Context: an optimization exercise on an open-source flow, tuned for small area, a short achievable clock period and few clock cycles per item. The choices shown serve that exercise and are no tape-out recipe.
Function was checked by simulation only, so behaviour that the tests miss may differ from the original.

== 07-25 ==
## integer_dct_8x8_2d
module integer_dct_8x8_2d (
  input  logic                                clk,
  input  logic                                rst_n,
  input  logic                                in_valid,
  output logic                                in_stall,
  input  logic [dct2d_pkg::SAMPLE_W-1:0]      in_sample_0,
  input  logic [dct2d_pkg::SAMPLE_W-1:0]      in_sample_1,
  input  logic [dct2d_pkg::SAMPLE_W-1:0]      in_sample_2,
  input  logic [dct2d_pkg::SAMPLE_W-1:0]      in_sample_3,
  input  logic [dct2d_pkg::SAMPLE_W-1:0]      in_sample_4,
  input  logic [dct2d_pkg::SAMPLE_W-1:0]      in_sample_5,
  input  logic [dct2d_pkg::SAMPLE_W-1:0]      in_sample_6,
  input  logic [dct2d_pkg::SAMPLE_W-1:0]      in_sample_7,
  output logic                                out_valid,
  input  logic                                out_stall,
  output logic signed [dct2d_pkg::COEF_W-1:0] out_coef_0,
  output logic signed [dct2d_pkg::COEF_W-1:0] out_coef_1,
  output logic signed [dct2d_pkg::COEF_W-1:0] out_coef_2,
  output logic signed [dct2d_pkg::COEF_W-1:0] out_coef_3,
  output logic signed [dct2d_pkg::COEF_W-1:0] out_coef_4,
  output logic signed [dct2d_pkg::COEF_W-1:0] out_coef_5,
  output logic signed [dct2d_pkg::COEF_W-1:0] out_coef_6,
  ...
Size in the first run: roughly 200 I/O pins, ~90000 um2 of cells after synthesis.
Settings: LEC_CHECK=0, ABC_AREA=1, CAP_MARGIN=20, CORE_MARGIN=2, CORE_UTILIZATION=60, CTS_CLUSTER_DIAMETER=60, CTS_CLUSTER_SIZE=25, SETUP_SLACK_MARGIN=4.3, SLEW_MARGIN=20; clock period 7.5 ns.
run.sh (not shown) runs the stock make flow with config.mk's settings and CLKGATE_MAP_FILE= SYNTH_SCRIPT=/design/flow/synth_recipe.tcl, a recipe that flattens the netlist after the stock synthesis.
07-25 finished every step from synthesis to the final layout, and the layout passed the timing, DRC and antenna checks.
Testbench counts of 07-25, summed over its fixed seeds: cycles 2,208, blocks 256.
Relative to 07-25, the following input files were edited for 06-20:
# 07-25
export LEC_CHECK = 0
export ABC_AREA = 1
export CAP_MARGIN = 20
export CORE_MARGIN = 2
export CORE_UTILIZATION = 60
export CTS_CLUSTER_DIAMETER = 60
export CTS_CLUSTER_SIZE = 25
export SETUP_SLACK_MARGIN = 4.3
export SLEW_MARGIN = 20
create_clock -name core_clock -period 7.5 [get_ports {clk}]
# 06-20
export LEC_CHECK = 0
export CAP_MARGIN = 20
export CORE_MARGIN = 2
export CORE_UTILIZATION = 60
export CTS_CLUSTER_DIAMETER = 60
export CTS_CLUSTER_SIZE = 25
export SETUP_SLACK_MARGIN = 3.9
export SLEW_MARGIN = 20
create_clock -name core_clock -period 7.5 [get_ports {clk}]
Findings:
Sort 06-20 and 07-25 by multi-input logic cell count asc -> top: 06-20. Changes observed in 06-20 relative to 07-25: portion of netlist area occupied by mux cells increased by 5.6 points relative to the old numbers, global-route usage decreased by 2.1 points relative to the old numbers, clock-buffer cell count decreased by 2 relative to the old numbers, final area decreased by 5.5% relative to the old numbers. Taking 07-25 as the reference point, the via count of 06-20 falls by about 12%. Looking at worst setup slack after layout across 06-20 and 07-25, the one that comes out lower is 06-20.

* * *

build 5:
integer_dct_8x8_2d again, from the RTL that the note above started with.
clock: 7.5 ns
lec_check: 0
cap_margin: 20
core_margin: 2
core_utilization: 70
cts_cluster_diameter: 60
cts_cluster_size: 25
setup_slack_margin: 3.5
slew_margin: 20
Build 5 completed every stage of the flow, and the final layout passed the timing, DRC and antenna checks.
Testbench counts of build 5, summed over its fixed seeds: cycles 2,208, blocks 256.
[inputs] build 41 vs build 5
-- flow/config.mk --
<<< build 5, line 7
export LEC_CHECK = 0
export CAP_MARGIN = 20
export CORE_MARGIN = 2
export CORE_UTILIZATION = 70
export CTS_CLUSTER_DIAMETER = 60
export CTS_CLUSTER_SIZE = 25
export SETUP_SLACK_MARGIN = 3.5
>>> build 41, line 7
export LEC_CHECK = 0
export ABC_AREA = 1
export CAP_MARGIN = 20
export CORE_MARGIN = 2
export CORE_UTILIZATION = 65
export SETUP_SLACK_MARGIN = 3.5
--- outcome ---
Changes observed in build 41 relative to build 5: compound-cell area share of the yosys netlist increased by 0.70 points relative to the old numbers; minimum setup slack in the final design went up 0.29 ns; area of the mapped netlist did not really move; core utilization went down 5.3 points; via count of the first global-routing pass higher.
Relative to build 41, the following input files were edited for build 51:
-- flow/config.mk --
<<< build 41, line 10
export CORE_MARGIN = 2
export CORE_UTILIZATION = 65
export SETUP_SLACK_MARGIN = 3.5
export SLEW_MARGIN = 20
>>> build 51, line 10
export CORE_MARGIN = 2
export CORE_UTILIZATION = 60
export CTS_CLUSTER_DIAMETER = 60
export CTS_CLUSTER_SIZE = 25
export SETUP_SLACK_MARGIN = 3.9
export SLEW_MARGIN = 20
==> comparison <==
Comparing build 41 and build 51, the higher post-layout instance area was measured on build 51.
Compared to build 41, the routing of build 51 uses less wire.
Build 41 → build 51: final cell count without fillers saw an increase, buffer share of cell area higher, met2 layer wire length in the routed design shrank by 2400 um, mux cell area share after synthesis has remained practically unchanged.
Build 51 drops fewer vias than build 41.
The flow did not stop early for build 51: all stages ran, and the layout cleared the timing, DRC and antenna checks.
What build 51 reported for number of non-clock buffers has to be multiplied by 0.66 to get the figure for build 41.
Going from build 41 to build 51, worst-case hold slack grows by 0.020 ns.
Looking at clock buffer and inverter area fraction after layout, build 51 sits 1.4 points below build 41.

==> port drivers added, routing unchanged <==
How much do the figures lean on ideal ports? The routed layouts below were timed once more, with nothing changed but the port constraints. Step 1, drivers: a clkbuf_16 drives clk and a buf_2 each remaining input, both assumed. Step 2 also shifts input and output timing later by t, the mid clock arrival at the registers, as if the neighbouring blocks saw the same clock. Three values: ideal, step 1, step 2; two values: the first two.
run | shift t [ns] | setup slack, ns | worst hold slack (ns) | worst slew at a driven data input, ns
07-25 | 0.881 | 3.705 / 3.705 / 3.705 | 0.405 / 0.405 / 0.405 | 0.09
06-20 | 0.881 | 3.387 / 3.387 / 3.387 | 0.406 / 0.406 / 0.406 | 0.08
build 5 | 0.827 | 3.315 / 3.315 / 3.315 | 0.395 / 0.395 / 0.395 | 0.05
build 41 | 0.893 | 3.609 / 3.609 / 3.609 | 0.381 / 0.381 / 0.381 | 0.09
build 51 | 0.878 | 3.747 / 3.747 / 3.747 | 0.402 / 0.402 / 0.402 | 0.09
After both steps setup and hold are still met in every run listed.
